Context: an optimization exercise on an open-source flow, tuned for small area and a short achievable clock period. The choices shown serve that exercise and are no tape-out recipe. Where RTL was checked, it was by simulation tests only, not by an equivalence proof against the original. Only the layout flow was run in run 1; the RTL was not checked for function there.

==> flow/design.v (outline; a module is shown in full before it is edited, if it fits) <==
// module fpu_add_path: 122 lines
// module fpu_fa: 4 lines
// module fpu_mult_path: 1466 lines
// module fpu_top: 244 lines
module fpu_top
(
   input  logic        Clk_CI,
   input  logic        Rst_RBI,
   input  logic        enable,
   input  logic [31:0] operand_a,
   input  logic [31:0] operand_b,
   input  logic [1:0]  op,
   output logic [31:0] result,
   output logic        valid,
   output logic        of,
   output logic        uf,
   output logic        zero,
   output logic        ix,
   output logic        iv,
   output logic        inf
);
  // ...
==> flow/flow/run.sh <==
#!/bin/bash
# The standard layout (standard.sh) with two changes in how it is made:
#  - ports are buffered with buf_2 rather than the default port buffer;
#  - timing repair aims past the clock period: repair_timing's setup margin is
#    raised so that the resizer also works on paths that already meet it.
# The constraints (constraint.sdc, the clock period) are not changed.
set -o pipefail
export BUFFER_PORTS_ARGS="-buffer_cell sky130_fd_sc_hd__buf_2"
export SETUP_SLACK_MARGIN=11
bash standard.sh > standard.log 2>&1
==> flow/standard.sh <==
#!/bin/bash
# synth_recipe.tcl (not shown) runs the flow's synth.tcl, then flattens the netlist and writes it again
# the make line also repeats each setting of config.mk as NAME=value (left out here)
make -C /OpenROAD-flow-scripts/flow DESIGN_CONFIG=/design/flow/config.mk WORK_HOME=/design/flow/orfs CLKGATE_MAP_FILE= SYNTH_SCRIPT=/design/flow/synth_recipe.tcl "${@:-finish}"
==> flow/config.mk <==
export PLATFORM = sky130hd
export DESIGN_NAME = fpu_top
export DESIGN_NICKNAME = fpu_top
export VERILOG_FILES = /design/flow/design.v
export SDC_FILE = /design/flow/constraint.sdc
export NUM_CORES = 4
export LEC_CHECK = 0
export ABC_AREA = 1
export CAP_MARGIN = 20
export CORE_MARGIN = 2
export CORE_UTILIZATION = 50
export PLACE_DENSITY = 0.72
export SLEW_MARGIN = 20
export SYNTH_HIERARCHICAL = 1
==> flow/constraint.sdc <==
create_clock -name core_clock -period 18.0 [get_ports {Clk_CI}]
set_input_delay 3.6000 -clock core_clock [delete_from_list [all_inputs] [get_ports {Clk_CI}]]
set_output_delay 3.6000 -clock core_clock [all_outputs]
set_load 0.01 [all_outputs]
==> reports/qor.csv, run 1 <==
metric,value,unit
worst-skew pair later-pin latency,450,ps
Crit path required time,18320,ps
final setup margin,11290,ps
status,"complete, no violations",
largest net degree at the start of global routing,69,
Setup crit start,ms1[3]$_DFF_P_,
R2R Path Start,ms1[3]$_DFF_P_,
clkbuf count,23,
final std cells w/o fill,5888,
Netlist cell types,69,
clock network area share,2.04,%
"Largest stage delay, worst path",660,ps
Synth Cell Area,32500,um^2
actual transition at the worst max-transition pin,1210,ps
min-delay src,v1$_DFF_PN0_,
Final Wtd Congestion,1.10,
maximum fanout along the worst path,18,
Top Layer Used,met5,
setup TNS,0,ps
grt peak-use layer,met2,
asr flop ratio synth,1.71,%
sequential fraction of the synthesis area,7.24,%
Finish-stage setup viols,0,
mux cell area share after synthesis,0.162,%
GRT Total Usage,35.1,%
==> run 2: changes to the inputs <==
--- a/flow/design.v
+++ b/flow/design.v
@@ -937,689 +937,398 @@
    assign yn = {c929, c927, c925, c923, c921, c919, s918, s916, s914, s912, c909, c907, s906, s904, s902, s900, s898, s896, s894, s892, s890, s888, s886, s884, s882, s880, s878, s876, s874, s872, s870, s868, s866, s864, s862, s860, s858, s856, s854, s852, s850, s848, s846, s844, s842, s840, 1'b1, pp1};
    logic [47:0] g0, p0;
    assign g0 = ~(xn | yn);
    assign p0 = xn ^ yn;
    logic n0_g, n0_p;
    assign n0_g = g0[1] | (p0[1] & g0[0]);
    assign n0_p = p0[1] & p0[0];
    logic n3_g, n3_p;
-   assign n3_g = g0[2] | (p0[2] & g0[1]);
-   assign n3_p = p0[2] & p0[1];
+   assign n3_g = g0[3] | (p0[3] & g0[2]);
+   assign n3_p = p0[3] & p0[2];
    logic n6_g, n6_p;
-   assign n6_g = g0[3] | (p0[3] & g0[2]);
-   assign n6_p = p0[3] & p0[2];
+   assign n6_g = g0[5] | (p0[5] & g0[4]);
+   assign n6_p = p0[5] & p0[4];
    logic n9_g, n9_p;
-   assign n9_g = g0[4] | (p0[4] & g0[3]);
-   assign n9_p = p0[4] & p0[3];
+   assign n9_g = g0[7] | (p0[7] & g0[6]);
+   assign n9_p = p0[7] & p0[6];
    logic n12_g, n12_p;
-   assign n12_g = g0[5] | (p0[5] & g0[4]);
-   assign n12_p = p0[5] & p0[4];
+   assign n12_g = g0[9] | (p0[9] & g0[8]);
+   assign n12_p = p0[9] & p0[8];
    logic n15_g, n15_p;
-   assign n15_g = g0[6] | (p0[6] & g0[5]);
-   assign n15_p = p0[6] & p0[5];
+   assign n15_g = g0[11] | (p0[11] & g0[10]);
+   assign n15_p = p0[11] & p0[10];
    logic n18_g, n18_p;
-   assign n18_g = g0[7] | (p0[7] & g0[6]);
-   assign n18_p = p0[7] & p0[6];
+   assign n18_g = g0[13] | (p0[13] & g0[12]);
+   assign n18_p = p0[13] & p0[12];
    logic n21_g, n21_p;
-   assign n21_g = g0[8] | (p0[8] & g0[7]);
-   assign n21_p = p0[8] & p0[7];
+   assign n21_g = g0[15] | (p0[15] & g0[14]);
+   assign n21_p = p0[15] & p0[14];
    logic n24_g, n24_p;
-   assign n24_g = g0[9] | (p0[9] & g0[8]);
-   assign n24_p = p0[9] & p0[8];
+   assign n24_g = g0[17] | (p0[17] & g0[16]);
+   assign n24_p = p0[17] & p0[16];
    logic n27_g, n27_p;
-   assign n27_g = g0[10] | (p0[10] & g0[9]);
-   assign n27_p = p0[10] & p0[9];
+   assign n27_g = g0[19] | (p0[19] & g0[18]);
+   assign n27_p = p0[19] & p0[18];
    logic n30_g, n30_p;
-   assign n30_g = g0[11] | (p0[11] & g0[10]);
-   assign n30_p = p0[11] & p0[10];
+   assign n30_g = g0[21] | (p0[21] & g0[20]);
+   assign n30_p = p0[21] & p0[20];
    logic n33_g, n33_p;
-   assign n33_g = g0[12] | (p0[12] & g0[11]);
-   assign n33_p = p0[12] & p0[11];
+   assign n33_g = g0[23] | (p0[23] & g0[22]);
+   assign n33_p = p0[23] & p0[22];
    logic n36_g, n36_p;
-   assign n36_g = g0[13] | (p0[13] & g0[12]);
-   assign n36_p = p0[13] & p0[12];
+   assign n36_g = g0[25] | (p0[25] & g0[24]);
+   assign n36_p = p0[25] & p0[24];
    logic n39_g, n39_p;
-   assign n39_g = g0[14] | (p0[14] & g0[13]);
-   assign n39_p = p0[14] & p0[13];
+   assign n39_g = g0[27] | (p0[27] & g0[26]);
+   assign n39_p = p0[27] & p0[26];
    logic n42_g, n42_p;
-   assign n42_g = g0[15] | (p0[15] & g0[14]);
-   assign n42_p = p0[15] & p0[14];
+   assign n42_g = g0[29] | (p0[29] & g0[28]);
+   assign n42_p = p0[29] & p0[28];
    logic n45_g, n45_p;
-   assign n45_g = g0[16] | (p0[16] & g0[15]);
-   assign n45_p = p0[16] & p0[15];
+   assign n45_g = g0[31] | (p0[31] & g0[30]);
+   assign n45_p = p0[31] & p0[30];
    logic n48_g, n48_p;
-   assign n48_g = g0[17] | (p0[17] & g0[16]);
-   assign n48_p = p0[17] & p0[16];
+   assign n48_g = g0[33] | (p0[33] & g0[32]);
+   assign n48_p = p0[33] & p0[32];
    logic n51_g, n51_p;
-   assign n51_g = g0[18] | (p0[18] & g0[17]);
-   assign n51_p = p0[18] & p0[17];
+   assign n51_g = g0[35] | (p0[35] & g0[34]);
+   assign n51_p = p0[35] & p0[34];
    logic n54_g, n54_p;
-   assign n54_g = g0[19] | (p0[19] & g0[18]);
-   assign n54_p = p0[19] & p0[18];
+   assign n54_g = g0[37] | (p0[37] & g0[36]);
+   assign n54_p = p0[37] & p0[36];
    logic n57_g, n57_p;
-   assign n57_g = g0[20] | (p0[20] & g0[19]);
-   assign n57_p = p0[20] & p0[19];
+   assign n57_g = g0[39] | (p0[39] & g0[38]);
+   assign n57_p = p0[39] & p0[38];
    logic n60_g, n60_p;
-   assign n60_g = g0[21] | (p0[21] & g0[20]);
-   assign n60_p = p0[21] & p0[20];
+   assign n60_g = g0[41] | (p0[41] & g0[40]);
+   assign n60_p = p0[41] & p0[40];
    logic n63_g, n63_p;
-   assign n63_g = g0[22] | (p0[22] & g0[21]);
-   assign n63_p = p0[22] & p0[21];
+   assign n63_g = g0[43] | (p0[43] & g0[42]);
+   assign n63_p = p0[43] & p0[42];
    logic n66_g, n66_p;
-   assign n66_g = g0[23] | (p0[23] & g0[22]);
-   assign n66_p = p0[23] & p0[22];
+   assign n66_g = g0[45] | (p0[45] & g0[44]);
+   assign n66_p = p0[45] & p0[44];
    logic n69_g, n69_p;
-   assign n69_g = g0[24] | (p0[24] & g0[23]);
-   assign n69_p = p0[24] & p0[23];
+   assign n69_g = g0[47] | (p0[47] & g0[46]);
+   assign n69_p = p0[47] & p0[46];
    logic n72_g, n72_p;
-   assign n72_g = g0[25] | (p0[25] & g0[24]);
-   assign n72_p = p0[25] & p0[24];
+   assign n72_g = g0[2] | (p0[2] & n0_g);
+   assign n72_p = p0[2] & n0_p;
    logic n75_g, n75_p;
-   assign n75_g = g0[26] | (p0[26] & g0[25]);
-   assign n75_p = p0[26] & p0[25];
+   assign n75_g = n3_g | (n3_p & n0_g);
+   assign n75_p = n3_p & n0_p;
    logic n78_g, n78_p;
-   assign n78_g = g0[27] | (p0[27] & g0[26]);
-   assign n78_p = p0[27] & p0[26];
+   assign n78_g = g0[6] | (p0[6] & n6_g);
+   assign n78_p = p0[6] & n6_p;
    logic n81_g, n81_p;
-   assign n81_g = g0[28] | (p0[28] & g0[27]);
-   assign n81_p = p0[28] & p0[27];
+   assign n81_g = n9_g | (n9_p & n6_g);
+   assign n81_p = n9_p & n6_p;
    logic n84_g, n84_p;
-   assign n84_g = g0[29] | (p0[29] & g0[28]);
-   assign n84_p = p0[29] & p0[28];
+   assign n84_g = g0[10] | (p0[10] & n12_g);
+   assign n84_p = p0[10] & n12_p;
    logic n87_g, n87_p;
-   assign n87_g = g0[30] | (p0[30] & g0[29]);
-   assign n87_p = p0[30] & p0[29];
+   assign n87_g = n15_g | (n15_p & n12_g);
+   assign n87_p = n15_p & n12_p;
    logic n90_g, n90_p;
-   assign n90_g = g0[31] | (p0[31] & g0[30]);
-   assign n90_p = p0[31] & p0[30];
+   assign n90_g = g0[14] | (p0[14] & n18_g);
+   assign n90_p = p0[14] & n18_p;
    logic n93_g, n93_p;
-   assign n93_g = g0[32] | (p0[32] & g0[31]);
-   assign n93_p = p0[32] & p0[31];
+   assign n93_g = n21_g | (n21_p & n18_g);
+   assign n93_p = n21_p & n18_p;
    logic n96_g, n96_p;
-   assign n96_g = g0[33] | (p0[33] & g0[32]);
-   assign n96_p = p0[33] & p0[32];
+   assign n96_g = g0[18] | (p0[18] & n24_g);
+   assign n96_p = p0[18] & n24_p;
    logic n99_g, n99_p;
-   assign n99_g = g0[34] | (p0[34] & g0[33]);
-   assign n99_p = p0[34] & p0[33];
+   assign n99_g = n27_g | (n27_p & n24_g);
+   assign n99_p = n27_p & n24_p;
    logic n102_g, n102_p;
-   assign n102_g = g0[35] | (p0[35] & g0[34]);
-   assign n102_p = p0[35] & p0[34];
+   assign n102_g = g0[22] | (p0[22] & n30_g);
+   assign n102_p = p0[22] & n30_p;
    logic n105_g, n105_p;
-   assign n105_g = g0[36] | (p0[36] & g0[35]);
-   assign n105_p = p0[36] & p0[35];
+   assign n105_g = n33_g | (n33_p & n30_g);
+   assign n105_p = n33_p & n30_p;
    logic n108_g, n108_p;
-   assign n108_g = g0[37] | (p0[37] & g0[36]);
-   assign n108_p = p0[37] & p0[36];
+   assign n108_g = g0[26] | (p0[26] & n36_g);
+   assign n108_p = p0[26] & n36_p;
    logic n111_g, n111_p;
-   assign n111_g = g0[38] | (p0[38] & g0[37]);
-   assign n111_p = p0[38] & p0[37];
+   assign n111_g = n39_g | (n39_p & n36_g);
+   assign n111_p = n39_p & n36_p;
    logic n114_g, n114_p;
-   assign n114_g = g0[39] | (p0[39] & g0[38]);
-   assign n114_p = p0[39] & p0[38];
+   assign n114_g = g0[30] | (p0[30] & n42_g);
+   assign n114_p = p0[30] & n42_p;
    logic n117_g, n117_p;
-   assign n117_g = g0[40] | (p0[40] & g0[39]);
-   assign n117_p = p0[40] & p0[39];
+   assign n117_g = n45_g | (n45_p & n42_g);
+   assign n117_p = n45_p & n42_p;
    logic n120_g, n120_p;
-   assign n120_g = g0[41] | (p0[41] & g0[40]);
-   assign n120_p = p0[41] & p0[40];
+   assign n120_g = g0[34] | (p0[34] & n48_g);
+   assign n120_p = p0[34] & n48_p;
    logic n123_g, n123_p;
-   assign n123_g = g0[42] | (p0[42] & g0[41]);
-   assign n123_p = p0[42] & p0[41];
+   assign n123_g = n51_g | (n51_p & n48_g);
+   assign n123_p = n51_p & n48_p;
    logic n126_g, n126_p;
-   assign n126_g = g0[43] | (p0[43] & g0[42]);
-   assign n126_p = p0[43] & p0[42];
+   assign n126_g = g0[38] | (p0[38] & n54_g);
+   assign n126_p = p0[38] & n54_p;
    logic n129_g, n129_p;
-   assign n129_g = g0[44] | (p0[44] & g0[43]);
-   assign n129_p = p0[44] & p0[43];
+   assign n129_g = n57_g | (n57_p & n54_g);
+   assign n129_p = n57_p & n54_p;
    logic n132_g, n132_p;
-   assign n132_g = g0[45] | (p0[45] & g0[44]);
-   assign n132_p = p0[45] & p0[44];
+   assign n132_g = g0[42] | (p0[42] & n60_g);
+   assign n132_p = p0[42] & n60_p;
    logic n135_g, n135_p;
-   assign n135_g = g0[46] | (p0[46] & g0[45]);
-   assign n135_p = p0[46] & p0[45];
+   assign n135_g = n63_g | (n63_p & n60_g);
+   assign n135_p = n63_p & n60_p;
    logic n138_g, n138_p;
-   assign n138_g = g0[47] | (p0[47] & g0[46]);
-   assign n138_p = p0[47] & p0[46];
+   assign n138_g = g0[46] | (p0[46] & n66_g);
+   assign n138_p = p0[46] & n66_p;
    logic n141_g, n141_p;
-   assign n141_g = n3_g | (n3_p & g0[0]);
-   assign n141_p = n3_p & p0[0];
+   assign n141_g = n69_g | (n69_p & n66_g);
+   assign n141_p = n69_p & n66_p;
    logic n144_g, n144_p;
-   assign n144_g = n6_g | (n6_p & n0_g);
-   assign n144_p = n6_p & n0_p;
+   assign n144_g = g0[4] | (p0[4] & n75_g);
+   assign n144_p = p0[4] & n75_p;
    logic n147_g, n147_p;
-   assign n147_g = n9_g | (n9_p & n3_g);
-   assign n147_p = n9_p & n3_p;
+   assign n147_g = n6_g | (n6_p & n75_g);
+   assign n147_p = n6_p & n75_p;
    logic n150_g, n150_p;
-   assign n150_g = n12_g | (n12_p & n6_g);
-   assign n150_p = n12_p & n6_p;
+   assign n150_g = n78_g | (n78_p & n75_g);
+   assign n150_p = n78_p & n75_p;
    logic n153_g, n153_p;
-   assign n153_g = n15_g | (n15_p & n9_g);
-   assign n153_p = n15_p & n9_p;
+   assign n153_g = n81_g | (n81_p & n75_g);
+   assign n153_p = n81_p & n75_p;
    logic n156_g, n156_p;
-   assign n156_g = n18_g | (n18_p & n12_g);
-   assign n156_p = n18_p & n12_p;
+   assign n156_g = g0[12] | (p0[12] & n87_g);
+   assign n156_p = p0[12] & n87_p;
    logic n159_g, n159_p;
-   assign n159_g = n21_g | (n21_p & n15_g);
-   assign n159_p = n21_p & n15_p;
+   assign n159_g = n18_g | (n18_p & n87_g);
+   assign n159_p = n18_p & n87_p;
    logic n162_g, n162_p;
-   assign n162_g = n24_g | (n24_p & n18_g);
-   assign n162_p = n24_p & n18_p;
+   assign n162_g = n90_g | (n90_p & n87_g);
+   assign n162_p = n90_p & n87_p;
    logic n165_g, n165_p;
-   assign n165_g = n27_g | (n27_p & n21_g);
-   assign n165_p = n27_p & n21_p;
+   assign n165_g = n93_g | (n93_p & n87_g);
+   assign n165_p = n93_p & n87_p;
    logic n168_g, n168_p;
-   assign n168_g = n30_g | (n30_p & n24_g);
-   assign n168_p = n30_p & n24_p;
+   assign n168_g = g0[20] | (p0[20] & n99_g);
+   assign n168_p = p0[20] & n99_p;
    logic n171_g, n171_p;
-   assign n171_g = n33_g | (n33_p & n27_g);
-   assign n171_p = n33_p & n27_p;
+   assign n171_g = n30_g | (n30_p & n99_g);
+   assign n171_p = n30_p & n99_p;
    logic n174_g, n174_p;
-   assign n174_g = n36_g | (n36_p & n30_g);
-   assign n174_p = n36_p & n30_p;
+   assign n174_g = n102_g | (n102_p & n99_g);
+   assign n174_p = n102_p & n99_p;
    logic n177_g, n177_p;
-   assign n177_g = n39_g | (n39_p & n33_g);
-   assign n177_p = n39_p & n33_p;
+   assign n177_g = n105_g | (n105_p & n99_g);
+   assign n177_p = n105_p & n99_p;
    logic n180_g, n180_p;
-   assign n180_g = n42_g | (n42_p & n36_g);
-   assign n180_p = n42_p & n36_p;
+   assign n180_g = g0[28] | (p0[28] & n111_g);
+   assign n180_p = p0[28] & n111_p;
    logic n183_g, n183_p;
-   assign n183_g = n45_g | (n45_p & n39_g);
-   assign n183_p = n45_p & n39_p;
+   assign n183_g = n42_g | (n42_p & n111_g);
+   assign n183_p = n42_p & n111_p;
    logic n186_g, n186_p;
-   assign n186_g = n48_g | (n48_p & n42_g);
-   assign n186_p = n48_p & n42_p;
+   assign n186_g = n114_g | (n114_p & n111_g);
+   assign n186_p = n114_p & n111_p;
    logic n189_g, n189_p;
-   assign n189_g = n51_g | (n51_p & n45_g);
-   assign n189_p = n51_p & n45_p;
+   assign n189_g = n117_g | (n117_p & n111_g);
+   assign n189_p = n117_p & n111_p;
    logic n192_g, n192_p;
-   assign n192_g = n54_g | (n54_p & n48_g);
-   assign n192_p = n54_p & n48_p;
+   assign n192_g = g0[36] | (p0[36] & n123_g);
+   assign n192_p = p0[36] & n123_p;
    logic n195_g, n195_p;
-   assign n195_g = n57_g | (n57_p & n51_g);
-   assign n195_p = n57_p & n51_p;
+   assign n195_g = n54_g | (n54_p & n123_g);
+   assign n195_p = n54_p & n123_p;
    logic n198_g, n198_p;
-   assign n198_g = n60_g | (n60_p & n54_g);
-   assign n198_p = n60_p & n54_p;
+   assign n198_g = n126_g | (n126_p & n123_g);
+   assign n198_p = n126_p & n123_p;
    logic n201_g, n201_p;
-   assign n201_g = n63_g | (n63_p & n57_g);
-   assign n201_p = n63_p & n57_p;
+   assign n201_g = n129_g | (n129_p & n123_g);
+   assign n201_p = n129_p & n123_p;
    logic n204_g, n204_p;
-   assign n204_g = n66_g | (n66_p & n60_g);
-   assign n204_p = n66_p & n60_p;
+   assign n204_g = g0[44] | (p0[44] & n135_g);
+   assign n204_p = p0[44] & n135_p;
    logic n207_g, n207_p;
-   assign n207_g = n69_g | (n69_p & n63_g);
-   assign n207_p = n69_p & n63_p;
+   assign n207_g = n66_g | (n66_p & n135_g);
+   assign n207_p = n66_p & n135_p;
    logic n210_g, n210_p;
-   assign n210_g = n72_g | (n72_p & n66_g);
-   assign n210_p = n72_p & n66_p;
+   assign n210_g = n138_g | (n138_p & n135_g);
+   assign n210_p = n138_p & n135_p;
    logic n213_g, n213_p;
-   assign n213_g = n75_g | (n75_p & n69_g);
-   assign n213_p = n75_p & n69_p;
+   assign n213_g = n141_g | (n141_p & n135_g);
+   assign n213_p = n141_p & n135_p;
    logic n216_g, n216_p;
-   assign n216_g = n78_g | (n78_p & n72_g);
-   assign n216_p = n78_p & n72_p;
+   assign n216_g = g0[8] | (p0[8] & n153_g);
+   assign n216_p = p0[8] & n153_p;
    logic n219_g, n219_p;
-   assign n219_g = n81_g | (n81_p & n75_g);
-   assign n219_p = n81_p & n75_p;
+   assign n219_g = n12_g | (n12_p & n153_g);
+   assign n219_p = n12_p & n153_p;
    logic n222_g, n222_p;
-   assign n222_g = n84_g | (n84_p & n78_g);
-   assign n222_p = n84_p & n78_p;
+   assign n222_g = n84_g | (n84_p & n153_g);
+   assign n222_p = n84_p & n153_p;
    logic n225_g, n225_p;
-   assign n225_g = n87_g | (n87_p & n81_g);
-   assign n225_p = n87_p & n81_p;
+   assign n225_g = n87_g | (n87_p & n153_g);
+   assign n225_p = n87_p & n153_p;
    logic n228_g, n228_p;
-   assign n228_g = n90_g | (n90_p & n84_g);
-   assign n228_p = n90_p & n84_p;
+   assign n228_g = n156_g | (n156_p & n153_g);
+   assign n228_p = n156_p & n153_p;
    logic n231_g, n231_p;
-   assign n231_g = n93_g | (n93_p & n87_g);
-   assign n231_p = n93_p & n87_p;
+   assign n231_g = n159_g | (n159_p & n153_g);
+   assign n231_p = n159_p & n153_p;
    logic n234_g, n234_p;
-   assign n234_g = n96_g | (n96_p & n90_g);
-   assign n234_p = n96_p & n90_p;
+   assign n234_g = n162_g | (n162_p & n153_g);
+   assign n234_p = n162_p & n153_p;
    logic n237_g, n237_p;
-   assign n237_g = n99_g | (n99_p & n93_g);
-   assign n237_p = n99_p & n93_p;
+   assign n237_g = n165_g | (n165_p & n153_g);
+   assign n237_p = n165_p & n153_p;
    logic n240_g, n240_p;
-   assign n240_g = n102_g | (n102_p & n96_g);
-   assign n240_p = n102_p & n96_p;
+   assign n240_g = g0[24] | (p0[24] & n177_g);
+   assign n240_p = p0[24] & n177_p;
    logic n243_g, n243_p;
-   assign n243_g = n105_g | (n105_p & n99_g);
-   assign n243_p = n105_p & n99_p;
+   assign n243_g = n36_g | (n36_p & n177_g);
+   assign n243_p = n36_p & n177_p;
    logic n246_g, n246_p;
-   assign n246_g = n108_g | (n108_p & n102_g);
-   assign n246_p = n108_p & n102_p;
+   assign n246_g = n108_g | (n108_p & n177_g);
+   assign n246_p = n108_p & n177_p;
    logic n249_g, n249_p;
-   assign n249_g = n111_g | (n111_p & n105_g);
-   assign n249_p = n111_p & n105_p;
+   assign n249_g = n111_g | (n111_p & n177_g);
+   assign n249_p = n111_p & n177_p;
    logic n252_g, n252_p;
-   assign n252_g = n114_g | (n114_p & n108_g);
-   assign n252_p = n114_p & n108_p;
+   assign n252_g = n180_g | (n180_p & n177_g);
+   assign n252_p = n180_p & n177_p;
    logic n255_g, n255_p;
-   assign n255_g = n117_g | (n117_p & n111_g);
-   assign n255_p = n117_p & n111_p;
+   assign n255_g = n183_g | (n183_p & n177_g);
+   assign n255_p = n183_p & n177_p;
    logic n258_g, n258_p;
-   assign n258_g = n120_g | (n120_p & n114_g);
-   assign n258_p = n120_p & n114_p;
+   assign n258_g = n186_g | (n186_p & n177_g);
+   assign n258_p = n186_p & n177_p;
    logic n261_g, n261_p;
-   assign n261_g = n123_g | (n123_p & n117_g);
-   assign n261_p = n123_p & n117_p;
+   assign n261_g = n189_g | (n189_p & n177_g);
+   assign n261_p = n189_p & n177_p;
    logic n264_g, n264_p;
-   assign n264_g = n126_g | (n126_p & n120_g);
-   assign n264_p = n126_p & n120_p;
+   assign n264_g = g0[40] | (p0[40] & n201_g);
+   assign n264_p = p0[40] & n201_p;
    logic n267_g, n267_p;
-   assign n267_g = n129_g | (n129_p & n123_g);
-   assign n267_p = n129_p & n123_p;
+   assign n267_g = n60_g | (n60_p & n201_g);
+   assign n267_p = n60_p & n201_p;
    logic n270_g, n270_p;
-   assign n270_g = n132_g | (n132_p & n126_g);
-   assign n270_p = n132_p & n126_p;
+   assign n270_g = n132_g | (n132_p & n201_g);
+   assign n270_p = n132_p & n201_p;
    logic n273_g, n273_p;
-   assign n273_g = n135_g | (n135_p & n129_g);
-   assign n273_p = n135_p & n129_p;
+   assign n273_g = n135_g | (n135_p & n201_g);
+   assign n273_p = n135_p & n201_p;
    logic n276_g, n276_p;
-   assign n276_g = n138_g | (n138_p & n132_g);
-   assign n276_p = n138_p & n132_p;
+   assign n276_g = n204_g | (n204_p & n201_g);
+   assign n276_p = n204_p & n201_p;
    logic n279_g, n279_p;
-   assign n279_g = n147_g | (n147_p & g0[0]);
-   assign n279_p = n147_p & p0[0];
+   assign n279_g = n207_g | (n207_p & n201_g);
+   assign n279_p = n207_p & n201_p;
    logic n282_g, n282_p;
-   assign n282_g = n150_g | (n150_p & n0_g);
-   assign n282_p = n150_p & n0_p;
+   assign n282_g = n210_g | (n210_p & n201_g);
+   assign n282_p = n210_p & n201_p;
    logic n285_g, n285_p;
-   assign n285_g = n153_g | (n153_p & n141_g);
-   assign n285_p = n153_p & n141_p;
+   assign n285_g = n213_g | (n213_p & n201_g);
+   assign n285_p = n213_p & n201_p;
    logic n288_g, n288_p;
-   assign n288_g = n156_g | (n156_p & n144_g);
-   assign n288_p = n156_p & n144_p;
+   assign n288_g = g0[16] | (p0[16] & n237_g);
+   assign n288_p = p0[16] & n237_p;
    logic n291_g, n291_p;
-   assign n291_g = n159_g | (n159_p & n147_g);
-   assign n291_p = n159_p & n147_p;
+   assign n291_g = n24_g | (n24_p & n237_g);
+   assign n291_p = n24_p & n237_p;
    logic n294_g, n294_p;
-   assign n294_g = n162_g | (n162_p & n150_g);
-   assign n294_p = n162_p & n150_p;
+   assign n294_g = n96_g | (n96_p & n237_g);
+   assign n294_p = n96_p & n237_p;
    logic n297_g, n297_p;
-   assign n297_g = n165_g | (n165_p & n153_g);
-   assign n297_p = n165_p & n153_p;
+   assign n297_g = n99_g | (n99_p & n237_g);
+   assign n297_p = n99_p & n237_p;
    logic n300_g, n300_p;
-   assign n300_g = n168_g | (n168_p & n156_g);
-   assign n300_p = n168_p & n156_p;
+   assign n300_g = n168_g | (n168_p & n237_g);
+   assign n300_p = n168_p & n237_p;
    logic n303_g, n303_p;
-   assign n303_g = n171_g | (n171_p & n159_g);
-   assign n303_p = n171_p & n159_p;
+   assign n303_g = n171_g | (n171_p & n237_g);
+   assign n303_p = n171_p & n237_p;
    logic n306_g, n306_p;
-   assign n306_g = n174_g | (n174_p & n162_g);
-   assign n306_p = n174_p & n162_p;
+   assign n306_g = n174_g | (n174_p & n237_g);
+   assign n306_p = n174_p & n237_p;
    logic n309_g, n309_p;
-   assign n309_g = n177_g | (n177_p & n165_g);
-   assign n309_p = n177_p & n165_p;
+   assign n309_g = n177_g | (n177_p & n237_g);
+   assign n309_p = n177_p & n237_p;
    logic n312_g, n312_p;
-   assign n312_g = n180_g | (n180_p & n168_g);
-   assign n312_p = n180_p & n168_p;
+   assign n312_g = n240_g | (n240_p & n237_g);
+   assign n312_p = n240_p & n237_p;
    logic n315_g, n315_p;
-   assign n315_g = n183_g | (n183_p & n171_g);
-   assign n315_p = n183_p & n171_p;
+   assign n315_g = n243_g | (n243_p & n237_g);
+   assign n315_p = n243_p & n237_p;
    logic n318_g, n318_p;
-   assign n318_g = n186_g | (n186_p & n174_g);
-   assign n318_p = n186_p & n174_p;
+   assign n318_g = n246_g | (n246_p & n237_g);
+   assign n318_p = n246_p & n237_p;
    logic n321_g, n321_p;
-   assign n321_g = n189_g | (n189_p & n177_g);
-   assign n321_p = n189_p & n177_p;
+   assign n321_g = n249_g | (n249_p & n237_g);
+   assign n321_p = n249_p & n237_p;
    logic n324_g, n324_p;
-   assign n324_g = n192_g | (n192_p & n180_g);
-   assign n324_p = n192_p & n180_p;
+   assign n324_g = n252_g | (n252_p & n237_g);
+   assign n324_p = n252_p & n237_p;
    logic n327_g, n327_p;
-   assign n327_g = n195_g | (n195_p & n183_g);
-   assign n327_p = n195_p & n183_p;
+   assign n327_g = n255_g | (n255_p & n237_g);
+   assign n327_p = n255_p & n237_p;
    logic n330_g, n330_p;
-   assign n330_g = n198_g | (n198_p & n186_g);
-   assign n330_p = n198_p & n186_p;
+   assign n330_g = n258_g | (n258_p & n237_g);
+   assign n330_p = n258_p & n237_p;
    logic n333_g, n333_p;
-   assign n333_g = n201_g | (n201_p & n189_g);
-   assign n333_p = n201_p & n189_p;
+   assign n333_g = n261_g | (n261_p & n237_g);
+   assign n333_p = n261_p & n237_p;
    logic n336_g, n336_p;
-   assign n336_g = n204_g | (n204_p & n192_g);
-   assign n336_p = n204_p & n192_p;
+   assign n336_g = g0[32] | (p0[32] & n333_g);
+   assign n336_p = p0[32] & n333_p;
    logic n339_g, n339_p;
-   assign n339_g = n207_g | (n207_p & n195_g);
-   assign n339_p = n207_p & n195_p;
+   assign n339_g = n48_g | (n48_p & n333_g);
+   assign n339_p = n48_p & n333_p;
    logic n342_g, n342_p;
-   assign n342_g = n210_g | (n210_p & n198_g);
-   assign n342_p = n210_p & n198_p;
+   assign n342_g = n120_g | (n120_p & n333_g);
+   assign n342_p = n120_p & n333_p;
    logic n345_g, n345_p;
-   assign n345_g = n213_g | (n213_p & n201_g);
-   assign n345_p = n213_p & n201_p;
+   assign n345_g = n123_g | (n123_p & n333_g);
+   assign n345_p = n123_p & n333_p;
    logic n348_g, n348_p;
-   assign n348_g = n216_g | (n216_p & n204_g);
-   assign n348_p = n216_p & n204_p;
+   assign n348_g = n192_g | (n192_p & n333_g);
+   assign n348_p = n192_p & n333_p;
    logic n351_g, n351_p;
-   assign n351_g = n219_g | (n219_p & n207_g);
-   assign n351_p = n219_p & n207_p;
+   assign n351_g = n195_g | (n195_p & n333_g);
+   assign n351_p = n195_p & n333_p;
    logic n354_g, n354_p;
-   assign n354_g = n222_g | (n222_p & n210_g);
-   assign n354_p = n222_p & n210_p;
+   assign n354_g = n198_g | (n198_p & n333_g);
+   assign n354_p = n198_p & n333_p;
    logic n357_g, n357_p;
-   assign n357_g = n225_g | (n225_p & n213_g);
-   assign n357_p = n225_p & n213_p;
+   assign n357_g = n201_g | (n201_p & n333_g);
+   assign n357_p = n201_p & n333_p;
    logic n360_g, n360_p;
-   assign n360_g = n228_g | (n228_p & n216_g);
-   assign n360_p = n228_p & n216_p;
+   assign n360_g = n264_g | (n264_p & n333_g);
+   assign n360_p = n264_p & n333_p;
    logic n363_g, n363_p;
-   assign n363_g = n231_g | (n231_p & n219_g);
-   assign n363_p = n231_p & n219_p;
+   assign n363_g = n267_g | (n267_p & n333_g);
+   assign n363_p = n267_p & n333_p;
    logic n366_g, n366_p;
-   assign n366_g = n234_g | (n234_p & n222_g);
-   assign n366_p = n234_p & n222_p;
+   assign n366_g = n270_g | (n270_p & n333_g);
+   assign n366_p = n270_p & n333_p;
    logic n369_g, n369_p;
-   assign n369_g = n237_g | (n237_p & n225_g);
-   assign n369_p = n237_p & n225_p;
+   assign n369_g = n273_g | (n273_p & n333_g);
+   assign n369_p = n273_p & n333_p;
    logic n372_g, n372_p;
-   assign n372_g = n240_g | (n240_p & n228_g);
-   assign n372_p = n240_p & n228_p;
+   assign n372_g = n276_g | (n276_p & n333_g);
+   assign n372_p = n276_p & n333_p;
    logic n375_g, n375_p;
-   assign n375_g = n243_g | (n243_p & n231_g);
-   assign n375_p = n243_p & n231_p;
+   assign n375_g = n279_g | (n279_p & n333_g);
+   assign n375_p = n279_p & n333_p;
    logic n378_g, n378_p;
-   assign n378_g = n246_g | (n246_p & n234_g);
-   assign n378_p = n246_p & n234_p;
+   assign n378_g = n282_g | (n282_p & n333_g);
+   assign n378_p = n282_p & n333_p;
    logic n381_g, n381_p;
-   assign n381_g = n249_g | (n249_p & n237_g);
-   assign n381_p = n249_p & n237_p;
-   logic n384_g, n384_p;
-   assign n384_g = n252_g | (n252_p & n240_g);
-   assign n384_p = n252_p & n240_p;
-   logic n387_g, n387_p;
-   assign n387_g = n255_g | (n255_p & n243_g);
-   assign n387_p = n255_p & n243_p;
-   logic n390_g, n390_p;
-   assign n390_g = n258_g | (n258_p & n246_g);
-   assign n390_p = n258_p & n246_p;
-   logic n393_g, n393_p;
-   assign n393_g = n261_g | (n261_p & n249_g);
-   assign n393_p = n261_p & n249_p;
-   logic n396_g, n396_p;
-   assign n396_g = n264_g | (n264_p & n252_g);
-   assign n396_p = n264_p & n252_p;
-   logic n399_g, n399_p;
-   assign n399_g = n267_g | (n267_p & n255_g);
-   assign n399_p = n267_p & n255_p;
-   logic n402_g, n402_p;
-   assign n402_g = n270_g | (n270_p & n258_g);
-   assign n402_p = n270_p & n258_p;
-   logic n405_g, n405_p;
-   assign n405_g = n273_g | (n273_p & n261_g);
-   assign n405_p = n273_p & n261_p;
-   logic n408_g, n408_p;
-   assign n408_g = n276_g | (n276_p & n264_g);
-   assign n408_p = n276_p & n264_p;
-   logic n411_g, n411_p;
-   assign n411_g = n291_g | (n291_p & g0[0]);
-   assign n411_p = n291_p & p0[0];
-   logic n414_g, n414_p;
-   assign n414_g = n294_g | (n294_p & n0_g);
-   assign n414_p = n294_p & n0_p;
-   logic n417_g, n417_p;
-   assign n417_g = n297_g | (n297_p & n141_g);
-   assign n417_p = n297_p & n141_p;
-   logic n420_g, n420_p;
-   assign n420_g = n300_g | (n300_p & n144_g);
-   assign n420_p = n300_p & n144_p;
-   logic n423_g, n423_p;
-   assign n423_g = n303_g | (n303_p & n279_g);
-   assign n423_p = n303_p & n279_p;
-   logic n426_g, n426_p;
-   assign n426_g = n306_g | (n306_p & n282_g);
-   assign n426_p = n306_p & n282_p;
-   logic n429_g, n429_p;
-   assign n429_g = n309_g | (n309_p & n285_g);
-   assign n429_p = n309_p & n285_p;
-   logic n432_g, n432_p;
-   assign n432_g = n312_g | (n312_p & n288_g);
-   assign n432_p = n312_p & n288_p;
-   logic n435_g, n435_p;
-   assign n435_g = n315_g | (n315_p & n291_g);
-   assign n435_p = n315_p & n291_p;
-   logic n438_g, n438_p;
-   assign n438_g = n318_g | (n318_p & n294_g);
-   assign n438_p = n318_p & n294_p;
-   logic n441_g, n441_p;
-   assign n441_g = n321_g | (n321_p & n297_g);
-   assign n441_p = n321_p & n297_p;
-   logic n444_g, n444_p;
-   assign n444_g = n324_g | (n324_p & n300_g);
-   assign n444_p = n324_p & n300_p;
-   logic n447_g, n447_p;
-   assign n447_g = n327_g | (n327_p & n303_g);
-   assign n447_p = n327_p & n303_p;
-   logic n450_g, n450_p;
-   assign n450_g = n330_g | (n330_p & n306_g);
-   assign n450_p = n330_p & n306_p;
-   logic n453_g, n453_p;
-   assign n453_g = n333_g | (n333_p & n309_g);
-   assign n453_p = n333_p & n309_p;
-   logic n456_g, n456_p;
-   assign n456_g = n336_g | (n336_p & n312_g);
-   assign n456_p = n336_p & n312_p;
-   logic n459_g, n459_p;
-   assign n459_g = n339_g | (n339_p & n315_g);
-   assign n459_p = n339_p & n315_p;
-   logic n462_g, n462_p;
-   assign n462_g = n342_g | (n342_p & n318_g);
-   assign n462_p = n342_p & n318_p;
-   logic n465_g, n465_p;
-   assign n465_g = n345_g | (n345_p & n321_g);
-   assign n465_p = n345_p & n321_p;
-   logic n468_g, n468_p;
-   assign n468_g = n348_g | (n348_p & n324_g);
-   assign n468_p = n348_p & n324_p;
-   logic n471_g, n471_p;
-   assign n471_g = n351_g | (n351_p & n327_g);
-   assign n471_p = n351_p & n327_p;
-   logic n474_g, n474_p;
-   assign n474_g = n354_g | (n354_p & n330_g);
-   assign n474_p = n354_p & n330_p;
-   logic n477_g, n477_p;
-   assign n477_g = n357_g | (n357_p & n333_g);
-   assign n477_p = n357_p & n333_p;
-   logic n480_g, n480_p;
-   assign n480_g = n360_g | (n360_p & n336_g);
-   assign n480_p = n360_p & n336_p;
-   logic n483_g, n483_p;
-   assign n483_g = n363_g | (n363_p & n339_g);
-   assign n483_p = n363_p & n339_p;
-   logic n486_g, n486_p;
-   assign n486_g = n366_g | (n366_p & n342_g);
-   assign n486_p = n366_p & n342_p;
-   logic n489_g, n489_p;
-   assign n489_g = n369_g | (n369_p & n345_g);
-   assign n489_p = n369_p & n345_p;
-   logic n492_g, n492_p;
-   assign n492_g = n372_g | (n372_p & n348_g);
-   assign n492_p = n372_p & n348_p;
-   logic n495_g, n495_p;
-   assign n495_g = n375_g | (n375_p & n351_g);
-   assign n495_p = n375_p & n351_p;
-   logic n498_g, n498_p;
-   assign n498_g = n378_g | (n378_p & n354_g);
-   assign n498_p = n378_p & n354_p;
-   logic n501_g, n501_p;
-   assign n501_g = n381_g | (n381_p & n357_g);
-   assign n501_p = n381_p & n357_p;
-   logic n504_g, n504_p;
-   assign n504_g = n384_g | (n384_p & n360_g);
-   assign n504_p = n384_p & n360_p;
-   logic n507_g, n507_p;
-   assign n507_g = n387_g | (n387_p & n363_g);
-   assign n507_p = n387_p & n363_p;
-   logic n510_g, n510_p;
-   assign n510_g = n390_g | (n390_p & n366_g);
-   assign n510_p = n390_p & n366_p;
-   logic n513_g, n513_p;
-   assign n513_g = n393_g | (n393_p & n369_g);
-   assign n513_p = n393_p & n369_p;
-   logic n516_g, n516_p;
-   assign n516_g = n396_g | (n396_p & n372_g);
-   assign n516_p = n396_p & n372_p;
-   logic n519_g, n519_p;
-   assign n519_g = n399_g | (n399_p & n375_g);
-   assign n519_p = n399_p & n375_p;
-   logic n522_g, n522_p;
-   assign n522_g = n402_g | (n402_p & n378_g);
-   assign n522_p = n402_p & n378_p;
-   logic n525_g, n525_p;
-   assign n525_g = n405_g | (n405_p & n381_g);
-   assign n525_p = n405_p & n381_p;
-   logic n528_g, n528_p;
-   assign n528_g = n408_g | (n408_p & n384_g);
-   assign n528_p = n408_p & n384_p;
-   logic n531_g, n531_p;
-   assign n531_g = n435_g | (n435_p & g0[0]);
-   assign n531_p = n435_p & p0[0];
-   logic n534_g, n534_p;
-   assign n534_g = n438_g | (n438_p & n0_g);
-   assign n534_p = n438_p & n0_p;
-   logic n537_g, n537_p;
-   assign n537_g = n441_g | (n441_p & n141_g);
-   assign n537_p = n441_p & n141_p;
-   logic n540_g, n540_p;
-   assign n540_g = n444_g | (n444_p & n144_g);
-   assign n540_p = n444_p & n144_p;
-   logic n543_g, n543_p;
-   assign n543_g = n447_g | (n447_p & n279_g);
-   assign n543_p = n447_p & n279_p;
-   logic n546_g, n546_p;
-   assign n546_g = n450_g | (n450_p & n282_g);
-   assign n546_p = n450_p & n282_p;
-   logic n549_g, n549_p;
-   assign n549_g = n453_g | (n453_p & n285_g);
-   assign n549_p = n453_p & n285_p;
-   logic n552_g, n552_p;
-   assign n552_g = n456_g | (n456_p & n288_g);
-   assign n552_p = n456_p & n288_p;
-   logic n555_g, n555_p;
-   assign n555_g = n459_g | (n459_p & n411_g);
-   assign n555_p = n459_p & n411_p;
-   logic n558_g, n558_p;
-   assign n558_g = n462_g | (n462_p & n414_g);
-   assign n558_p = n462_p & n414_p;
-   logic n561_g, n561_p;
-   assign n561_g = n465_g | (n465_p & n417_g);
-   assign n561_p = n465_p & n417_p;
-   logic n564_g, n564_p;
-   assign n564_g = n468_g | (n468_p & n420_g);
-   assign n564_p = n468_p & n420_p;
-   logic n567_g, n567_p;
-   assign n567_g = n471_g | (n471_p & n423_g);
-   assign n567_p = n471_p & n423_p;
-   logic n570_g, n570_p;
-   assign n570_g = n474_g | (n474_p & n426_g);
-   assign n570_p = n474_p & n426_p;
-   logic n573_g, n573_p;
-   assign n573_g = n477_g | (n477_p & n429_g);
-   assign n573_p = n477_p & n429_p;
-   logic n576_g, n576_p;
-   assign n576_g = n480_g | (n480_p & n432_g);
-   assign n576_p = n480_p & n432_p;
-   logic n579_g, n579_p;
-   assign n579_g = n483_g | (n483_p & n435_g);
-   assign n579_p = n483_p & n435_p;
-   logic n582_g, n582_p;
-   assign n582_g = n486_g | (n486_p & n438_g);
-   assign n582_p = n486_p & n438_p;
-   logic n585_g, n585_p;
-   assign n585_g = n489_g | (n489_p & n441_g);
-   assign n585_p = n489_p & n441_p;
-   logic n588_g, n588_p;
-   assign n588_g = n492_g | (n492_p & n444_g);
-   assign n588_p = n492_p & n444_p;
-   logic n591_g, n591_p;
-   assign n591_g = n495_g | (n495_p & n447_g);
-   assign n591_p = n495_p & n447_p;
-   logic n594_g, n594_p;
-   assign n594_g = n498_g | (n498_p & n450_g);
-   assign n594_p = n498_p & n450_p;
-   logic n597_g, n597_p;
-   assign n597_g = n501_g | (n501_p & n453_g);
-   assign n597_p = n501_p & n453_p;
-   logic n600_g, n600_p;
-   assign n600_g = n504_g | (n504_p & n456_g);
-   assign n600_p = n504_p & n456_p;
-   logic n603_g, n603_p;
-   assign n603_g = n507_g | (n507_p & n459_g);
-   assign n603_p = n507_p & n459_p;
-   logic n606_g, n606_p;
-   assign n606_g = n510_g | (n510_p & n462_g);
-   assign n606_p = n510_p & n462_p;
-   logic n609_g, n609_p;
-   assign n609_g = n513_g | (n513_p & n465_g);
-   assign n609_p = n513_p & n465_p;
-   logic n612_g, n612_p;
-   assign n612_g = n516_g | (n516_p & n468_g);
-   assign n612_p = n516_p & n468_p;
-   logic n615_g, n615_p;
-   assign n615_g = n519_g | (n519_p & n471_g);
-   assign n615_p = n519_p & n471_p;
-   logic n618_g, n618_p;
-   assign n618_g = n522_g | (n522_p & n474_g);
-   assign n618_p = n522_p & n474_p;
-   logic n621_g, n621_p;
-   assign n621_g = n525_g | (n525_p & n477_g);
-   assign n621_p = n525_p & n477_p;
-   logic n624_g, n624_p;
-   assign n624_g = n528_g | (n528_p & n480_g);
-   assign n624_p = n528_p & n480_p;
-   logic n627_g, n627_p;
-   assign n627_g = n579_g | (n579_p & g0[0]);
-   assign n627_p = n579_p & p0[0];
-   logic n630_g, n630_p;
-   assign n630_g = n582_g | (n582_p & n0_g);
-   assign n630_p = n582_p & n0_p;
-   logic n633_g, n633_p;
-   assign n633_g = n585_g | (n585_p & n141_g);
-   assign n633_p = n585_p & n141_p;
-   logic n636_g, n636_p;
-   assign n636_g = n588_g | (n588_p & n144_g);
-   assign n636_p = n588_p & n144_p;
-   logic n639_g, n639_p;
-   assign n639_g = n591_g | (n591_p & n279_g);
-   assign n639_p = n591_p & n279_p;
-   logic n642_g, n642_p;
-   assign n642_g = n594_g | (n594_p & n282_g);
-   assign n642_p = n594_p & n282_p;
-   logic n645_g, n645_p;
-   assign n645_g = n597_g | (n597_p & n285_g);
-   assign n645_p = n597_p & n285_p;
-   logic n648_g, n648_p;
-   assign n648_g = n600_g | (n600_p & n288_g);
-   assign n648_p = n600_p & n288_p;
-   logic n651_g, n651_p;
-   assign n651_g = n603_g | (n603_p & n411_g);
-   assign n651_p = n603_p & n411_p;
-   logic n654_g, n654_p;
-   assign n654_g = n606_g | (n606_p & n414_g);
-   assign n654_p = n606_p & n414_p;
-   logic n657_g, n657_p;
-   assign n657_g = n609_g | (n609_p & n417_g);
-   assign n657_p = n609_p & n417_p;
-   logic n660_g, n660_p;
-   assign n660_g = n612_g | (n612_p & n420_g);
-   assign n660_p = n612_p & n420_p;
-   logic n663_g, n663_p;
-   assign n663_g = n615_g | (n615_p & n423_g);
-   assign n663_p = n615_p & n423_p;
-   logic n666_g, n666_p;
-   assign n666_g = n618_g | (n618_p & n426_g);
-   assign n666_p = n618_p & n426_p;
-   logic n669_g, n669_p;
-   assign n669_g = n621_g | (n621_p & n429_g);
-   assign n669_p = n621_p & n429_p;
-   logic n672_g, n672_p;
-   assign n672_g = n624_g | (n624_p & n432_g);
-   assign n672_p = n624_p & n432_p;
+   assign n381_g = n285_g | (n285_p & n333_g);
+   assign n381_p = n285_p & n333_p;
    logic [47:0] cy;
-   assign cy = {n672_g, n669_g, n666_g, n663_g, n660_g, n657_g, n654_g, n651_g, n648_g, n645_g, n642_g, n639_g, n636_g, n633_g, n630_g, n627_g, n576_g, n573_g, n570_g, n567_g, n564_g, n561_g, n558_g, n555_g, n552_g, n549_g, n546_g, n543_g, n540_g, n537_g, n534_g, n531_g, n432_g, n429_g, n426_g, n423_g, n420_g, n417_g, n414_g, n411_g, n288_g, n285_g, n282_g, n279_g, n144_g, n141_g, n0_g, g0[0]};
+   assign cy = {n381_g, n378_g, n375_g, n372_g, n369_g, n366_g, n363_g, n360_g, n357_g, n354_g, n351_g, n348_g, n345_g, n342_g, n339_g, n336_g, n333_g, n330_g, n327_g, n324_g, n321_g, n318_g, n315_g, n312_g, n309_g, n306_g, n303_g, n300_g, n297_g, n294_g, n291_g, n288_g, n237_g, n234_g, n231_g, n228_g, n225_g, n222_g, n219_g, n216_g, n153_g, n150_g, n147_g, n144_g, n75_g, n72_g, n0_g, g0[0]};
    assign p = p0 ^ {cy[46:0], 1'b0};
    logic [47:0] tr, gr;
    assign tr = xn ^ yn;
    assign gr = ~(xn | yn);
    assign ones_mid = p[24] & (&(tr[45:25] ^ gr[44:24]));
 endmodule
 module fpu_top
 (
==> run 2 against run 1 <==
Critical path depth is 3 lower. Still clean on timing, DRC and antenna. Sequential cell count stayed put. Via count is 6.5% lower. Register-to-register slack worse by 80 ps. Synthesized cell count is 5.1% lower. Die area is 3.8% lower. Non-clock buffer count is 7 lower. Clock-buffer cell count is 5 lower.
==> reports/qor.csv, run 2 <==
metric,value,unit,change
status,"complete, no violations",,unchanged
max FFs per register,24,,unchanged
CTS root buf,clkbuf_16,,unchanged
Synth Area in XOR/XNOR,10.7,%,was 10.6%
RSZ-0062 raised after global routing,false,,was true
maximum fanout along the worst path,25,,was 18
post-layout minimum cycle time,6790,ps,was 6710 ps
largest net degree at the start of global routing,72,,was 69
global-route wire length before repair,169,mm,was 184 mm
Crit path required time,18340,ps,was 18320 ps
critical path endpoint category,register,,unchanged
top-area cell type share of the netlist area,17.8,%,was 17.4%
Die Y,254,um,was 259 um
biggest regs,"t2 (24), mb1 (23), ms1 (23)",,unchanged
crit start category,register,,unchanged
dpl hpwl,85.4,mm,was 93.7 mm
Tcrit/Tclk final,37.7,%,was 37.3%
Synth Register Bits,117,,unchanged
design area,32700,um^2,was 34200 um^2
register with the most flip-flops,t2,,unchanged
ys flop type,dfxtp_1,,unchanged
asr flop ratio synth,1.71,%,unchanged
area post-placement,32000,um^2,was 33300 um^2
area growth from synthesis to layout,4.68,%,was 5.13%
Post-Synth Simple-Gate Area,27.9,%,was 28.4%
Yosys Warn Count,14,,unchanged
crit path kind,reg -> reg,,unchanged
Max clock buf depth,2,,unchanged
clk slew on worst S/H paths,70,ps,was 60 ps
total grt overflow,0,,unchanged
DRT Wirelength,109,mm,was 119 mm
Mapped Nets,5364,,was 5628
Finish-stage setup viols,0,,unchanged
initial antenna violation count,4,,was 3
most frequent cell after synthesis,nand2_1,,unchanged
number of synthesized flops with an enable pin,0,,unchanged
Initial Utilization,50.6,%,was 50.5%
Hold Crit Class,reg -> reg,,unchanged
setup TNS,0,ps,unchanged
most frequent CP cell,fa_1,,
Buf/Inv on CP,3,,was 6
Remaining DRCs,0,,unchanged
Num Clock Sinks,117,,unchanged
clock skew,16.6,ps,was 13.3 ps
total die area,64500,um^2,was 67100 um^2
Final nets,5311,,was 5579
"commonest cells after routing, fill and taps aside","nand2_1 (1270), inv_1 (682), xor2_1 (343)",,"was nand2_1 (1348), inv_1 (742), nor2_1 (356)"
num ports,108,,unchanged
fraction of layout cells with a size suffix above 1,7.40,%,was 6.76%
"Slowest-stage cell, CP",dfxtp_2,,was fa_1
Port Buf Inserts,107,,unchanged
Antenna Violating Nets Remaining,0,,unchanged
cell count after synthesis,4808,,was 5067
area fraction in compound gates after synthesis,15.1,%,was 15.6%
GRT Total Usage,33.6,%,was 35.1%
Detailed Routing Iterations Pass 1,8,,unchanged
Die Width,254,um,was 259 um
"Arr. time, crit path",7130,ps,was 7030 ps
"area leader, netlist",fa_1,,unchanged
Final Wtd Congestion,1.04,,was 1.10
worst-skew pair later-pin latency,460,ps,was 450 ps
Max Slew Vio Count,0,,unchanged
Std-Cell Rows,91,,was 93
Slew HR,27.7,%,was 17.0%
combinational family with the most area after synthesis,simple AND/OR/NAND/NOR gates,,unchanged
CP top delay family,adder cells,,unchanged
"Largest stage delay, worst path",580,ps,was 660 ps
Hold Fails Final Rpt,0,,unchanged
CTS Buf Count,17,,unchanged
sequential fraction of the synthesis area,7.53,%,was 7.24%
"commonest non-fill, non-tap cell in the layout",nand2_1,,unchanged
Max-Cap Viols,0,,unchanged
fmax,147,MHz,was 149 MHz
post-DR wirelength/cell,19.5,um,was 20.3 um
core area,61700,um^2,was 64300 um^2
average vias per placed instance,5.74,,was 5.84
adder-cell area share of the yosys netlist,26.2,%,was 25.5%
# diodes,0,,was 3
Commonest cells post-synth,"nand2_1 (1277), inv_1 (687), xor2_1 (343)",,"was nand2_1 (1353), inv_1 (744), nor2_1 (356)"
Netlist cell types,77,,was 69
actual transition at the worst max-transition pin,1080,ps,was 1210 ps
DR iter-0 viols,3738,,was 3936
H-Tree Depth,4,,unchanged
CTS tree,built,,unchanged
vias in the first global route,30300,,was 32200
post-synthesis area per instance,6.50,um^2,was 6.41 um^2
mux cell area share after synthesis,0.132,%,was 0.162%
# fillers,6364,,was 6548
vias,32200,,was 34400
Synth Cell Area,31200,um^2,was 32500 um^2
synth top area cells,"fa_1 (18%), nand2_1 (15%), xor2_1 (9.6%)",,"was fa_1 (17%), nand2_1 (16%), xor2_1 (9.4%)"
==> run 2: through the flow <==
stage / worst slack, ps / std cells / hold WS [ps] / util [%]
final: 11210 / 5605 / 350 / 53.0
after global routing: 11000 / 5605 / 370 / 53.0
after CTS: 11040 / 5601 / 353 / 52.8
after detailed placement: 10540 / 5569 / 336 / 51.8
after global placement: 10740 / 5569 / 335 / 51.8
after floorplan: 12080 / 4808 / 331 / -
==> run 2: routing by layer <==
metal	wire (um)	track usage, %	part of all wire [%]
met1	46400	46.4	42
met4	3690	10.9	3.4
met2	45200	50.2	41
met3	13900	9.84	13
met5	0	0	0
==> run 2: kinds of logic (layout without fill, tap and decap cells) <==
kind of cell               Yosys count  after routing
and+or+nand+nor                   2063           2063
buffers and inverters              955            914
AOI/OAI and AO/OA                  799            800
adders and majority gates          487            487
xor gates and xnor gates           381            381
DFF                                117            117
muxes                                4              4
other                                2              2
==> run 2: per-module statistics from Yosys, one instance, submodules excluded <==
module,cells,cell area [um^2],flops+latches
fpu_mult_path,1434,8870,0
fpu_top,1041,7050,117
fpu_add_path,2076,10200,0
fpu_fa,1,20.0,0
==> run 2: final cells by class <==
class	count	area [um^2]	share of cell area, %
well taps	837	1050	3.20
repair inverters	3	15.0	0.0459
repair buffers	139	776	2.37
flip-flops and latches	117	2370	7.24
clock inverters	14	130	0.398
clock buffers	18	439	1.34
multi-input cells	3737	25100	76.7
inverters	740	2840	8.69
==> run 2: final timing paths <==
| check | from | endpoint | slack, ps | cells after the start |
|---|---|---|---|---|
| setup / recovery | ms1[21]$_DFF_P_ | c2$_DFF_P_ | 11210 | 25 |
| hold / removal | v1$_DFF_PN0_ | v2$_DFF_PN0_ | 350 | 0 |
| setup reg to reg | ms1[21]$_DFF_P_ | c2$_DFF_P_ | 11210 | 25 |
| hold reg to reg | v1$_DFF_PN0_ | v2$_DFF_PN0_ | 350 | 0 |
| max in group asynchronous | Rst_RBI | v1$_DFF_PN0_ | 15000 | 1 |
| min in group asynchronous | Rst_RBI | v2$_DFF_PN0_ | 2910 | 1 |
==> run 2: worst reg2reg max path, delay by kind of cell, from the launching register on <==
kind	cells	cell delay, ps
and+or+nand+nor	11	1300
adders and majority gates	7	3270
DFF	1	580
buffers and inverters	3	790
AOI/OAI and AO/OA	4	740
==> run 2: timing repair <==
action                     4_1_cts  5_1_grt
hold buffers                     0        0
setup endpoints to repair        6        8
gates cloned                     0        4
pin swaps                        0        1
resized for setup               13       40
setup buffers                    0        0
==> run 3: changes to the inputs <==
--- a/flow/flow/run.sh
+++ b/flow/flow/run.sh
@@ -6,5 +6,5 @@
 # The constraints (constraint.sdc, the clock period) are not changed.
 set -o pipefail
 export BUFFER_PORTS_ARGS="-buffer_cell sky130_fd_sc_hd__buf_2"
-export SETUP_SLACK_MARGIN=11
+export SETUP_SLACK_MARGIN=12
 bash standard.sh > standard.log 2>&1
==> run 3 against run 2 <==
Worst setup slack gained 690 ps. Critical path depth is the same. Area after synthesis is the same. Sequential share of layout area shrank 0.33 points. Non-clock buffer count grew 113. First-iteration DRC count grew 23%. Global-route usage grew 0.83 points. Critical endpoint unchanged. Highest routed layer is now met5.
==> reports/qor.csv, run 3 <==
metric,value,unit,change
Routed met3 length,16.6,mm,was 13.9 mm
CTS root buf,clkbuf_16,,unchanged
fmax,164,MHz,was 147 MHz
Hold Crit Class,reg -> reg,,unchanged
Final nets,5438,,was 5311
ys flop type,dfxtp_1,,unchanged
asr flop ratio synth,1.71,%,unchanged
Slew HR,26.6,%,was 27.7%
Synth Register Bits,117,,unchanged
status,"complete, no violations",,unchanged
register with the most flip-flops,t2,,unchanged
clk slew on worst S/H paths,80,ps,was 70 ps
RSZ-0062 raised after global routing,true,,was false
final setup margin,11900,ps,was 11210 ps
Remaining DRCs,0,,unchanged
actual transition at the worst max-transition pin,1090,ps,was 1080 ps
largest net degree at the start of global routing,72,,unchanged
Commonest cells post-synth,"nand2_1 (1277), inv_1 (687), xor2_1 (343)",,unchanged
post-layout minimum cycle time,6100,ps,was 6790 ps
Initial Utilization,50.6,%,unchanged
Crit path required time,18350,ps,was 18340 ps
Netlist cell types,77,,unchanged
"area leader, netlist",fa_1,,unchanged
Tcrit/Tclk final,33.9,%,was 37.7%
Die Y,254,um,unchanged
Yosys Warn Count,14,,unchanged
WL met2,48.0,mm,was 45.2 mm
fraction of layout cells with a size suffix above 1,14.0,%,was 7.40%
GRT Total Usage,34.5,%,was 33.6%
Max-Cap Viols,0,,unchanged
"commonest cells after routing, fill and taps aside","nand2_1 (1239), inv_1 (665), xor2_1 (337)",,"was nand2_1 (1270), inv_1 (682), xor2_1 (343)"
Port Buf Inserts,107,,unchanged
Post-Place Worst Slack,10540,ps,unchanged
H-Tree Depth,4,,unchanged
"commonest non-fill, non-tap cell in the layout",nand2_1,,unchanged
area growth from synthesis to layout,12.7,%,was 4.68%
Hold Fails Final Rpt,0,,unchanged
"Arr. time, crit path",6450,ps,was 7130 ps
Num Clock Sinks,117,,unchanged
DR iter-0 viols,4600,,was 3738
sequential fraction of the synthesis area,7.53,%,unchanged
crit path kind,reg -> reg,,unchanged
total grt overflow,0,,unchanged
biggest regs,"t2 (24), mb1 (23), ms1 (23)",,unchanged
initial antenna violation count,7,,was 4
Top Layer Used,met5,,was met4
Antenna Violating Nets Remaining,0,,unchanged
Max clock buf depth,2,,unchanged
DRT Wirelength,119,mm,was 109 mm
num ports,108,,unchanged
# hold bufs at CTS,0,,unchanged
CTS tree,built,,unchanged
maximum fanout along the worst path,7,,was 25
total die area,64500,um^2,unchanged
Synth Cell Area,31200,um^2,unchanged
top-area cell type share of the netlist area,17.8,%,unchanged
core area,61700,um^2,unchanged
post-synthesis area per instance,6.50,um^2,unchanged
crit start category,register,,unchanged
synth top area cells,"fa_1 (18%), nand2_1 (15%), xor2_1 (9.6%)",,unchanged
# diodes,0,,unchanged
Finish-stage setup viols,0,,unchanged
number of synthesized flops with an enable pin,0,,unchanged
met1 wire length,47.8,mm,was 46.4 mm
vias in the first global route,30700,,was 30300
Max Slew Vio Count,0,,unchanged
Mapped Nets,5364,,unchanged
Std-Cell Rows,91,,unchanged
max FFs per register,24,,unchanged
CTS Buf Count,17,,unchanged
Final Wtd Congestion,1.04,,unchanged
global-route wire length before repair,173,mm,was 169 mm
Detailed Routing Iterations Pass 1,7,,was 8
vias,33900,,was 32200
critical path endpoint category,register,,unchanged
average vias per placed instance,5.92,,was 5.74
dpl hpwl,85.4,mm,unchanged
clock skew,16.0,ps,was 16.6 ps
worst-skew pair later-pin latency,460,ps,about the same
post-DR wirelength/cell,20.8,um,was 19.5 um
most frequent cell after synthesis,nand2_1,,unchanged
setup TNS,0,ps,unchanged
Die Width,254,um,unchanged
cell count after synthesis,4808,,unchanged
==> run 3: cell counts after synthesis <==
Identical to the previous run, type by type.
==> run 3: routing by layer <==
layer	track usage, %	up-vias
met2	51.2	2313
li1	-	15600
met1	47.2	15400
met4	12.6	6
met3	10.1	632
met5	0	-
==> run 3: cell type report <==
cell class / instances / area [um^2]
fill: 5929 / 26500
tap: 837 / 1050
clock buffer: 18 / 439
clock inverter: 14 / 130
timing repair buffer: 252 / 1890
sequential: 117 / 2430
timing repair inverter: 12 / 86.3
inverter: 740 / 3020
multi-input combinational: 3742 / 26200
==> run 3: per-module statistics from Yosys (local to each module, per instance) <==
module,cells inside,copies in the design,cell area [um^2]
fpu_add_path,2076,1,10200
fpu_top,1041,1,7050
fpu_mult_path,1434,1,8870
fpu_fa,1,257,20.0
==> run 3: stage by stage <==
step / instance area (um^2) / cells / hold WS (ps) / utilization [%]
3_5_place_dp: 32000 / 5569 / 336 / 51.8
3_3_place_gp: 32000 / 5569 / 335 / 51.8
2_1_floorplan: 31200 / 4808 / 331 / -
5_1_grt: 35200 / 5732 / 370 / 57.1
4_1_cts: 33400 / 5648 / 353 / 54.1
6_report: 35200 / 5732 / 350 / 57.1
==> run 3: kinds of logic after synthesis <==
logic type	Yosys count	share of synthesized area (%)
buf+inv	955	12.4
mux	4	0.132
simple gates	2063	27.9
xor+xnor	381	10.7
fa+ha+maj	487	26.2
compound gates	799	15.1
flops	117	7.53
other cells	2	0.0240
==> run 3: timing repair <==
action | CTS | global route
pin swaps | 8 | 122
setup endpoints to repair | 76 | 69
setup buffers | 33 | 66
gates cloned | 14 | 18
resized for setup | 147 | 313
==> run 3: path summary, 6_finish.rpt <==
| check | startpoint | to | slack, ps | depth (start not counted) |
|---|---|---|---|---|
| setup / recovery | ms1[9]$_DFF_P_ | c2$_DFF_P_ | 11900 | 25 |
| hold / removal | v1$_DFF_PN0_ | v2$_DFF_PN0_ | 350 | 0 |
| setup reg to reg | ms1[9]$_DFF_P_ | c2$_DFF_P_ | 11900 | 25 |
| hold reg to reg | v1$_DFF_PN0_ | v2$_DFF_PN0_ | 350 | 0 |
| max in group asynchronous | Rst_RBI | v1$_DFF_PN0_ | 15000 | 1 |
| min in group asynchronous | Rst_RBI | v2$_DFF_PN0_ | 2910 | 1 |
==> run 3: critical path: stages, from the launching register on <==
cell and delay [ps]:
dfxtp_4 400, buf_12 140, clkinv_16 60, o21ai_4 250
buf_12 190, buf_6 140, o22ai_2 80, xor2_2 220
fa_2 650, fa_2 470, fa_2 420, fa_1 490
fa_1 500, inv_1 60, ha_4 160, fa_2 510
nand2_1 70, nor4_2 260, nand2_1 70, nor2_1 100
nand2_1 80, a21oi_2 160, o21ai_0 100, a21oi_1 160
nand3_2 130, o31ai_2 110

-- separate check: timing with driven ports --
The results above use ideal ports. As a check the final layouts listed here were re-extracted and re-timed, cells and wires unchanged. Step 1, drivers: a clkbuf_16 drives Clk_CI and a buf_2 each remaining input, both assumed. Step 2 moves the port delays by t, midway between the first and last clock arrival at a register: inputs arrive t later, outputs are due t later. That takes back most of the time a late clock gives input paths. a / b / c = no drivers / after step 1 / after step 2; a / b = the first two.
run | t (ns) | slack for setup (ns) | clock arrival spread, ns | worst register clock-pin slew, ns | pins driven straight from the clock port
run 1 | 0.507 | 11.290 / 11.290 / 11.290 | 0.013 / 0.014 | 0.06 / 0.06 | 1
run 2 | 0.510 | 11.207 / 11.207 / 11.207 | 0.019 / 0.019 | 0.07 / 0.07 | 1
run 3 | 0.511 | 11.902 / 11.902 / 11.632 | 0.020 / 0.020 | 0.08 / 0.08 | 1
After both steps setup and hold are still met in every run listed. For run 3, which loses most, drivers alone change the setup slack by 0.000 ns; drivers and shift together by -0.270 ns.
